From an optimization exercise on the open Yosys and OpenROAD flow, aimed at small area; shortcuts taken in it are not production practice. Function was checked by simulation only, so behaviour that the tests miss may differ from the original. Power figures rest on the tool's default switching activity, not on a simulated workload.

== v50 ==
==> flow/design.v <==
package rt_pkg;
  localparam int unsigned RAY_HWORDS = 12;
  localparam int unsigned CNT_HWORDS = 2;
  localparam int unsigned TRI_HWORDS = 18;
  typedef enum logic [2:0] {
    StIdle0 = 3'b000,   
    StIdle1 = 3'b001,   
    StRay   = 3'b010,
    StCnt   = 3'b011,
    StDone  = 3'b100,
    StTri   = 3'b110,
    StHold  = 3'b111
  } fetch_state_e;
endpackage
module avm_read_issuer (
  input  logic        clk,
  input  logic        load_i,
  input  logic [31:0] load_addr_i,
  input  logic        active_i,
  input  logic [4:0]  rec_len_i,
  input  logic        rsp_i,
  input  logic        waitrequest_i,
  output logic        read_o,
  output logic [31:0] address_o,
  output logic        rec_done_o
);
  logic [31:0] addr_q;
  logic [4:0]  req_q;
  logic [2:0]  pend_q;
  logic        all_req, accept;
  logic [31:1] addr_c;
  always_comb begin
    addr_c[1] = accept;
    for (int i = 2; i < 32; i++) addr_c[i] = addr_c[i-1] & addr_q[i-1];
  end
  assign all_req    = (req_q == rec_len_i);
  assign read_o     = active_i && !all_req && !pend_q[2];
  assign accept     = read_o && !waitrequest_i;
  assign rec_done_o = rsp_i && all_req && (pend_q == 3'd1);
  always_ff @(posedge clk) begin
    if (load_i) begin
      addr_q <= load_addr_i;
      req_q  <= '0;
      pend_q <= '0;
    end else begin
      addr_q[31:1] <= addr_q[31:1] ^ addr_c;
      if (rec_done_o) req_q <= '0;
      else req_q <= req_q ^ {&req_q[3:0] & accept, &req_q[2:0] & accept, &req_q[1:0] & accept, req_q[0] & accept, accept};
      pend_q <= pend_q + {{2{!accept && rsp_i}}, accept ^ rsp_i};
    end
  end
  assign address_o = addr_q;
endmodule
module scene_fetch (
  input  logic                 clk,
  input  logic                 reset,
  input  logic                 start,
  input  logic [31:0]          base_addr,
  output logic                 avm_m0_read,
  output logic [31:0]          avm_m0_address,
  output logic [1:0]           avm_m0_byteenable,
  input  logic                 avm_m0_waitrequest,
  input  logic [15:0]          avm_m0_readdata,
  input  logic                 avm_m0_readdatavalid,
  output logic [191:0]         o_ray,
  output logic                 o_ray_valid,
  output logic [287:0]         o_tri,
  output logic [31:0]          o_tri_index,
  output logic                 o_tri_valid,
  input  logic                 i_tri_ready,
  output logic                 o_tri_last,
  output logic [31:0]          o_tri_cnt,
  output logic                 o_busy,
  output logic                 o_done
);
  rt_pkg::fetch_state_e state_q;
  logic [287:0] rec_q;
  logic [191:0] ray_q;
  logic [31:0]  cnt_q, idx_q, idx_inc, cnt_new;
  logic [4:0]   rec_len;
  logic         idle, fetching, hold, last_hw, is_last, last_q, load;
  assign idle     = (state_q == rt_pkg::StIdle0) || (state_q == rt_pkg::StIdle1);
  assign hold     = (state_q == rt_pkg::StHold);
  assign fetching = (state_q == rt_pkg::StRay) || (state_q == rt_pkg::StCnt) || (state_q == rt_pkg::StTri);
  assign load     = idle && start;
  logic [31:0] idx_c;
  always_comb begin
    idx_c[0] = 1'b1;
    for (int i = 1; i < 32; i++) idx_c[i] = idx_c[i-1] & idx_q[i-1];
  end
  assign idx_inc  = idx_q ^ idx_c;
  assign is_last  = (idx_inc == cnt_q);
  assign cnt_new  = {avm_m0_readdata, rec_q[287:272]};
  always_comb begin
    unique case (state_q)
      rt_pkg::StRay: rec_len = 5'(rt_pkg::RAY_HWORDS);
      rt_pkg::StCnt: rec_len = 5'(rt_pkg::CNT_HWORDS);
      default:       rec_len = 5'(rt_pkg::TRI_HWORDS);
    endcase
  end
  avm_read_issuer u_issuer (
    .clk           (clk),
    .load_i        (load),
    .load_addr_i   (base_addr),
    .active_i      (fetching),
    .rec_len_i     (rec_len),
    .rsp_i         (avm_m0_readdatavalid),
    .waitrequest_i (avm_m0_waitrequest),
    .read_o        (avm_m0_read),
    .address_o     (avm_m0_address),
    .rec_done_o    (last_hw)
  );
  always_ff @(posedge clk) begin
    last_q <= is_last;
    if (avm_m0_readdatavalid) rec_q <= {avm_m0_readdata, rec_q[287:16]};
    if (avm_m0_readdatavalid && state_q == rt_pkg::StRay) ray_q <= {avm_m0_readdata, ray_q[191:16]};
    if (load) idx_q <= '0;
    else if (hold && i_tri_ready) idx_q <= idx_inc;
  end
  always_ff @(posedge clk) begin
    if (!reset) begin
      state_q <= rt_pkg::StIdle0;
      cnt_q   <= '0;
    end else begin
      unique case (state_q)
        rt_pkg::StIdle0, rt_pkg::StIdle1: if (start) begin
          state_q <= rt_pkg::StRay;
          cnt_q   <= '0;
        end
        rt_pkg::StRay: if (last_hw) state_q <= rt_pkg::StCnt;
        rt_pkg::StCnt: if (last_hw) begin
          cnt_q   <= cnt_new;
          state_q <= (cnt_new == 32'd0) ? rt_pkg::StDone : rt_pkg::StTri;
        end
        rt_pkg::StTri: if (last_hw) state_q <= rt_pkg::StHold;
        rt_pkg::StHold: if (i_tri_ready) state_q <= last_q ? rt_pkg::StDone : rt_pkg::StTri;
        rt_pkg::StDone: state_q <= rt_pkg::StIdle1;
        default: state_q <= rt_pkg::StIdle0;
      endcase
    end
  end
  assign avm_m0_byteenable = 2'b11;
  assign o_ray       = ray_q;
  assign o_ray_valid = (state_q != rt_pkg::StIdle0) && (state_q != rt_pkg::StRay);
  assign o_tri       = rec_q;
  assign o_tri_index = idx_q;
  assign o_tri_valid = hold;
  assign o_tri_last  = last_q;
  assign o_tri_cnt   = cnt_q;
  assign o_busy      = !idle;
  assign o_done      = (state_q == rt_pkg::StDone);
endmodule
export LEC_CHECK = 0
export CAP_MARGIN = 20
export CORE_MARGIN = 2
export CORE_UTILIZATION = 60
export CTS_BUF_LIST = sky130_fd_sc_hd__clkbuf_8
export CTS_CLUSTER_DIAMETER = 40
export CTS_CLUSTER_SIZE = 14
export SLEW_MARGIN = 20
create_clock -name core_clock -period 10.0 [get_ports {clk}]
run.sh (not shown) runs the stock make flow with config.mk's settings and CLKGATE_MAP_FILE= SYNTH_SCRIPT=/design/flow/synth_recipe.tcl, a recipe that flattens the netlist after the stock synthesis.
Relative to v50, the following input files were edited for v6:
Settings: CTS_CLUSTER_SIZE: 14 -> unset; BUFFER_PORTS_ARGS: unset -> -buffer_cell sky130_fd_sc_hd__buf_1; CTS_CLUSTER_DIAMETER: 40 -> unset; CTS_BUF_LIST: sky130_fd_sc_hd__clkbuf_8 -> unset; CTS_ARGS: unset -> -sink_clustering_enable -repair_clock_nets -dont_use_dummy_load -buf_list sky130_fd_sc_hd__clkbuf_8 -sink_clustering_size 20 -sink_clustering_max_diameter 50.
==> flow/flow/run.sh (new file) <==
#!/bin/bash
# The standard layout (standard.sh) with these changes:
# - synthesis maps logic with an area-oriented ABC script (flow/area.abc); the rest of the
#   synthesis, and so every register, is the standard one;
# - ports get the smallest buffer (buf_1) instead of the one buffer_ports picks by default;
# - CTS uses smaller clock buffers, larger sink clusters and no dummy loads.
set -eo pipefail
here=$(pwd)
cfg="${FLOW_CONFIG:-config.mk}"
cat >> "$cfg" <<'EOF'
export BUFFER_PORTS_ARGS = -buffer_cell sky130_fd_sc_hd__buf_1
export CTS_ARGS = -sink_clustering_enable -repair_clock_nets -dont_use_dummy_load -buf_list sky130_fd_sc_hd__clkbuf_8 -sink_clustering_size 20 -sink_clustering_max_diameter 50
EOF
export AREA_ABC_SCRIPT="$here/flow/area.abc"
{ head -n 1 synth_recipe.tcl; cat flow/abc_override.tcl; tail -n +2 synth_recipe.tcl; } > flow_synth.tcl
sed "s#SYNTH_SCRIPT=[^ ]*#SYNTH_SCRIPT=$here/flow_synth.tcl#" standard.sh > flow_standard.sh
grep -q "SYNTH_SCRIPT=$here/flow_synth.tcl" flow_standard.sh
bash flow_standard.sh > standard.log 2>&1
==> flow/flow/abc_override.tcl (new file) <==
# Technology mapping with an area-oriented ABC script (flow/area.abc) instead of ORFS's
# speed script; everything else in the synthesis is the standard one.
proc abc {args} {
  set out {}
  for {set i 0} {$i < [llength $args]} {incr i} {
    set a [lindex $args $i]
    if {$a eq "-script"} { incr i; lappend out -script $::env(AREA_ABC_SCRIPT); continue }
    if {$a eq "-D"} { incr i; continue }
    lappend out $a
  }
  yosys abc {*}$out
}
==> flow/flow/area.abc (new file) <==
strash
dch -f
amap
topo
==> flow/standard.sh (new file) <==
#!/bin/bash
# synth_recipe.tcl (not shown) runs the flow's synth.tcl, then flattens the netlist and writes it again
# the make line also repeats each setting of config.mk as NAME=value (left out here)
make -C /OpenROAD-flow-scripts/flow DESIGN_CONFIG=/design/flow/config.mk WORK_HOME=/design/flow/orfs CLKGATE_MAP_FILE= SYNTH_SCRIPT=/design/flow/synth_recipe.tcl "${@:-finish}"
removed: flow/run.sh
--- outcome ---
| area occupied by multi-input gates | v6 vs v50 | about 12% lower |. Comparing v50 and v6, the higher global-route total usage across every layer was measured on v50. Of v50 and v6, v6 shows the lower half-perimeter wire length after detailed placement, with v50 above it. Relative to v50, the first-pass GRT wire length measured on v6 has decreased by a little under 10%. Between v50 and v6, the flow reports total length of routed met3 wires decreasing by more than 10%. From v50 to v6, number of gates resized after cts did not move at all.
### v6 -> v33
Settings: GPL_ROUTABILITY_DRIVEN: unset -> 0; GPL_TIMING_DRIVEN: unset -> 0.
Notes after the runs:
Average wire per standard cell (higher): v6. Diff v6 -> v33: minimum period implied by the final worst setup slack moved up, routed via count +41, combinational logic power higher. [compare] base=v6 new=v33: proportion of power drawn by the clock network held steady, number of optimization iterations in the first detailed-route pass fell by 2, non-clock buffer total of the final layout rose by 17, setup slack down 400 ps, number of cells traversed by the worst register-to-register path dropped 1.
Relative to v33, the following input files were edited for v16:
Settings: GPL_ROUTABILITY_DRIVEN: 0 -> unset.
--- outcome ---
Proportion of cell area occupied by registers delta (v16 -> v33): insignificant
The met3 usage in global routing reported for v16 is greater than that of v33 by 2.9 points.
Against v33 as the reference, v16 delivers a higher logic depth of the worst register-to-register path.
Relative to v33, the transition time of the tightest slew-check pin of v16 is higher by 51 ps.
v16 | stages: all done | timing, DRC, antenna: all pass
Of v33 and v16, the lower largest fanout of any net on the critical path belongs to v16.
Fmax ended up 3.7% higher on v16 than on v33.
In terms of sequential share of power, v16 and v33 differ only marginally.

the reference run:
Starts from the design.v that is shown in full above.
clock: 10.0 ns
lec_check: 0
cap_margin: 20
core_margin: 2
core_utilization: 60
slew_margin: 20
buffer_ports_args: -buffer_cell sky130_fd_sc_hd__buf_1
cts_args: -sink_clustering_enable -repair_clock_nets -dont_use_dummy_load -root_buf sky130_fd_sc_hd__clkbuf_16 -buf_list sky130_fd_sc_hd__clkbuf_8 -sink_clustering_size 20 -sink_clustering_max_diameter 50
standard.sh (not shown) runs the stock make flow with config.mk's settings and CLKGATE_MAP_FILE= SYNTH_SCRIPT=/design/flow/synth_recipe.tcl, a recipe that flattens the netlist after the stock synthesis.
==> flow/flow/run.sh <==
#!/bin/bash
# The standard layout (standard.sh) with these changes:
# - synthesis maps logic with an area-oriented ABC script (flow/area.abc); the rest of the
#   synthesis, and so every register, is the standard one;
# - ports get the smallest buffer (buf_1) instead of the one buffer_ports picks by default;
# - CTS uses smaller clock buffers, larger sink clusters and no dummy loads.
set -eo pipefail
here=$(pwd)
cfg="${FLOW_CONFIG:-config.mk}"
cat >> "$cfg" <<'EOF'
export BUFFER_PORTS_ARGS = -buffer_cell sky130_fd_sc_hd__buf_1
export CTS_ARGS = -sink_clustering_enable -repair_clock_nets -dont_use_dummy_load -root_buf sky130_fd_sc_hd__clkbuf_16 -buf_list sky130_fd_sc_hd__clkbuf_8 -sink_clustering_size 20 -sink_clustering_max_diameter 50
EOF
export AREA_ABC_SCRIPT="$here/flow/area.abc"
{ head -n 1 synth_recipe.tcl; cat flow/abc_override.tcl; tail -n +2 synth_recipe.tcl; } > flow_synth.tcl
sed "s#SYNTH_SCRIPT=[^ ]*#SYNTH_SCRIPT=$here/flow_synth.tcl#" standard.sh > flow_standard.sh
grep -q "SYNTH_SCRIPT=$here/flow_synth.tcl" flow_standard.sh
bash flow_standard.sh > standard.log 2>&1
==> flow/flow/abc_override.tcl <==
# Technology mapping with an area-oriented ABC script (flow/area.abc) instead of ORFS's
# speed script; everything else in the synthesis is the standard one.
proc abc {args} {
  set out {}
  for {set i 0} {$i < [llength $args]} {incr i} {
    set a [lindex $args $i]
    if {$a eq "-script"} { incr i; lappend out -script $::env(AREA_ABC_SCRIPT); continue }
    if {$a eq "-D"} { incr i; continue }
    lappend out $a
  }
  yosys abc {*}$out
}
==> flow/flow/area.abc <==
strash
dch -f
amap
topo
The inputs of the trial run differ from those of the reference run as listed below.
diff --git a/flow/flow/run.sh b/flow/flow/run.sh
--- a/flow/flow/run.sh
+++ b/flow/flow/run.sh
@@ -10,5 +10,5 @@
 cat >> "$cfg" <<'EOF'
 export BUFFER_PORTS_ARGS = -buffer_cell sky130_fd_sc_hd__buf_1
-export CTS_ARGS = -sink_clustering_enable -repair_clock_nets -dont_use_dummy_load -root_buf sky130_fd_sc_hd__clkbuf_16 -buf_list sky130_fd_sc_hd__clkbuf_8 -sink_clustering_size 20 -sink_clustering_max_diameter 50
+export CTS_ARGS = -sink_clustering_enable -repair_clock_nets -dont_use_dummy_load -buf_list sky130_fd_sc_hd__clkbuf_8 -sink_clustering_size 14 -sink_clustering_max_diameter 40
 EOF
 export AREA_ABC_SCRIPT="$here/flow/area.abc"
diff --git a/flow/config.mk b/flow/config.mk
--- a/flow/config.mk
+++ b/flow/config.mk
@@ -11,3 +11,3 @@
 export SLEW_MARGIN = 20
 export BUFFER_PORTS_ARGS = -buffer_cell sky130_fd_sc_hd__buf_1
-export CTS_ARGS = -sink_clustering_enable -repair_clock_nets -dont_use_dummy_load -root_buf sky130_fd_sc_hd__clkbuf_16 -buf_list sky130_fd_sc_hd__clkbuf_8 -sink_clustering_size 20 -sink_clustering_max_diameter 50
+export CTS_ARGS = -sink_clustering_enable -repair_clock_nets -dont_use_dummy_load -buf_list sky130_fd_sc_hd__clkbuf_8 -sink_clustering_size 14 -sink_clustering_max_diameter 40
[summary]
- In the trial run, the register share of the cell area came out 0.47 points below the value in the reference run.
- Taking the reference run as the reference, in the trial run post-route core utilization climbed 0.48 points, via count climbed 41.

Another version of the RTL of scene_fetch (not shown whole).
Size: ~1000 cells after synthesis, about 590 flip-flops, ~20000 um2 of cells after synthesis.
Settings: LEC_CHECK=0, CAP_MARGIN=20, CORE_MARGIN=2, CORE_UTILIZATION=60, PLACE_DENSITY=0.9, SLEW_MARGIN=20, BUFFER_PORTS_ARGS=-buffer_cell sky130_fd_sc_hd__buf_1, CTS_ARGS=-sink_clustering_enable -repair_clock_nets -dont_use_dummy_load -root_buf sky130_fd_sc_hd__clkbuf_16 -buf_list sky130_fd_sc_hd__clkbuf_16 -sink_clustering_size 40 -sink_clustering_max_diameter 45; clock period 10.0 ns.
==> flow/flow/run.sh <==
#!/bin/bash
# The standard layout (standard.sh) with these changes:
# - synthesis maps logic with an area-oriented ABC script (flow/area.abc); the rest of the
#   synthesis, and so every register, is the standard one;
# - ports get the smallest buffer (buf_1) instead of the one buffer_ports picks by default;
# - CTS uses smaller clock buffers, larger sink clusters and no dummy loads.
set -eo pipefail
here=$(pwd)
cfg="${FLOW_CONFIG:-config.mk}"
cat >> "$cfg" <<'EOF'
export BUFFER_PORTS_ARGS = -buffer_cell sky130_fd_sc_hd__buf_1
export CTS_ARGS = -sink_clustering_enable -repair_clock_nets -dont_use_dummy_load -root_buf sky130_fd_sc_hd__clkbuf_16 -buf_list sky130_fd_sc_hd__clkbuf_16 -sink_clustering_size 40 -sink_clustering_max_diameter 45
EOF
export AREA_ABC_SCRIPT="$here/flow/area.abc"
{ head -n 1 synth_recipe.tcl; cat flow/abc_override.tcl; tail -n +2 synth_recipe.tcl; } > flow_synth.tcl
sed "s#SYNTH_SCRIPT=[^ ]*#SYNTH_SCRIPT=$here/flow_synth.tcl#" standard.sh > flow_standard.sh
grep -q "SYNTH_SCRIPT=$here/flow_synth.tcl" flow_standard.sh
bash flow_standard.sh > standard.log 2>&1
Scripts as last shown in full above: flow/flow/abc_override.tcl, flow/flow/area.abc
The baseline completed with no timing, DRC or antenna violations.
==> next run, changes <==
--- a/flow/flow/run.sh
+++ b/flow/flow/run.sh
@@ -11,3 +11,3 @@
 export BUFFER_PORTS_ARGS = -buffer_cell sky130_fd_sc_hd__buf_1
-export CTS_ARGS = -sink_clustering_enable -repair_clock_nets -dont_use_dummy_load -root_buf sky130_fd_sc_hd__clkbuf_16 -buf_list sky130_fd_sc_hd__clkbuf_16 -sink_clustering_size 40 -sink_clustering_max_diameter 45
+export CTS_ARGS = -sink_clustering_enable -repair_clock_nets -dont_use_dummy_load -root_buf sky130_fd_sc_hd__clkbuf_16 -buf_list sky130_fd_sc_hd__clkbuf_8 -sink_clustering_size 25 -sink_clustering_max_diameter 45
 EOF
CTS_ARGS = -sink_clustering_enable -repair_clock_nets -dont_use_dummy_load -root_buf sky130_fd_sc_hd__clkbuf_16 -buf_list sky130_fd_sc_hd__clkbuf_8 -sink_clustering_size 25 -sink_clustering_max_diameter 45   (was -sink_clustering_enable -repair_clock_nets -dont_use_dummy_load -root_buf sky130_fd_sc_hd__clkbuf_16 -buf_list sky130_fd_sc_hd__clkbuf_16 -sink_clustering_size 40 -sink_clustering_max_diameter 45)
Wire length came out lower by 3.5%.
Via count went down by 1.9%.
Power falls by 8.4%.
Sequential power hardly moves.
Register-to-register slack barely changes.
Sequential cell count is unchanged.
Worst hold slack gets worse by 0.0075 ns.
==> next run, changes <==
--- a/flow/flow/run.sh
+++ b/flow/flow/run.sh
@@ -11,3 +11,3 @@
 export BUFFER_PORTS_ARGS = -buffer_cell sky130_fd_sc_hd__buf_1
-export CTS_ARGS = -sink_clustering_enable -repair_clock_nets -dont_use_dummy_load -root_buf sky130_fd_sc_hd__clkbuf_16 -buf_list sky130_fd_sc_hd__clkbuf_8 -sink_clustering_size 25 -sink_clustering_max_diameter 45
+export CTS_ARGS = -sink_clustering_enable -repair_clock_nets -dont_use_dummy_load -root_buf sky130_fd_sc_hd__clkbuf_16 -buf_list sky130_fd_sc_hd__clkbuf_8 -sink_clustering_size 24 -sink_clustering_max_diameter 70
 EOF
CORE_UTILIZATION = 70   (was 60)
CTS_ARGS = -sink_clustering_enable -repair_clock_nets -dont_use_dummy_load -root_buf sky130_fd_sc_hd__clkbuf_16 -buf_list sky130_fd_sc_hd__clkbuf_8 -sink_clustering_size 24 -sink_clustering_max_diameter 70   (was -sink_clustering_enable -repair_clock_nets -dont_use_dummy_load -root_buf sky130_fd_sc_hd__clkbuf_16 -buf_list sky130_fd_sc_hd__clkbuf_8 -sink_clustering_size 25 -sink_clustering_max_diameter 45)
PLACE_DENSITY = default   (was 0.9)
What happened: This time the run never finished: it broke off in I/O pin placement (3_2_place_iop); synthesized area stays the same; synthesized cell count stays the same.
==> next run, changes <==
--- a/flow/flow/run.sh
+++ b/flow/flow/run.sh
@@ -11,3 +11,3 @@
 export BUFFER_PORTS_ARGS = -buffer_cell sky130_fd_sc_hd__buf_1
-export CTS_ARGS = -sink_clustering_enable -repair_clock_nets -dont_use_dummy_load -root_buf sky130_fd_sc_hd__clkbuf_16 -buf_list sky130_fd_sc_hd__clkbuf_8 -sink_clustering_size 24 -sink_clustering_max_diameter 70
+export CTS_ARGS = -sink_clustering_enable -repair_clock_nets -dont_use_dummy_load -root_buf sky130_fd_sc_hd__clkbuf_16 -buf_list sky130_fd_sc_hd__clkbuf_8 -sink_clustering_size 20 -sink_clustering_max_diameter 50
 EOF
CORE_UTILIZATION = 60   (was 70)
CTS_ARGS = -sink_clustering_enable -repair_clock_nets -dont_use_dummy_load -root_buf sky130_fd_sc_hd__clkbuf_16 -buf_list sky130_fd_sc_hd__clkbuf_8 -sink_clustering_size 20 -sink_clustering_max_diameter 50   (was -sink_clustering_enable -repair_clock_nets -dont_use_dummy_load -root_buf sky130_fd_sc_hd__clkbuf_16 -buf_list sky130_fd_sc_hd__clkbuf_8 -sink_clustering_size 24 -sink_clustering_max_diameter 70)
The new run completed with no timing, DRC or antenna violations.
Area after synthesis does not change.
Synthesized cell count stays the same.

==> separate check: timing with driven ports <==
The results above use ideal ports. As a check the final layouts listed here were re-extracted and re-timed, cells and wires unchanged. Step 1 assumes that a clkbuf_16 drives the clock port and a buf_2 every other input. Step 2, shift: input delay + t, output delay - t, t = (earliest + latest rising clock arrival at the registers) / 2. This alone moves slack from input paths to output paths. Slacks: ideal ports / drivers / drivers and shift; pairs: ideal ports / drivers.
run | t, ns | slack for setup (ns) | slew at the worst register clock pin (ns)
v50 | 0.669 | 1.988 / 1.995 / 1.326 | 0.09 / 0.09
v6 | 0.607 | 2.453 / 2.453 / 1.971 | 0.12 / 0.12
v33 | 0.613 | 2.056 / 2.056 / 1.822 | 0.11 / 0.11
v16 | 0.611 | 2.341 / 2.341 / 1.923 | 0.11 / 0.11
the reference run | 0.549 | 2.465 / 2.465 / 1.985 | 0.12 / 0.12
the trial run | 0.629 | 2.459 / 2.459 / 1.960 | 0.09 / 0.09
the first run of note 3 | 0.581 | 2.697 / 2.697 / 2.697 | 0.08 / 0.08
the second run of note 3 | 0.562 | 2.710 / 2.710 / 2.710 | 0.12 / 0.12
the fourth run of note 3 | 0.553 | 2.709 / 2.709 / 2.709 | 0.11 / 0.11
After both steps every run listed still meets setup and hold. The setup slack of v50, which loses most, moves by +0.007 ns with the drivers and by -0.662 ns with both steps.
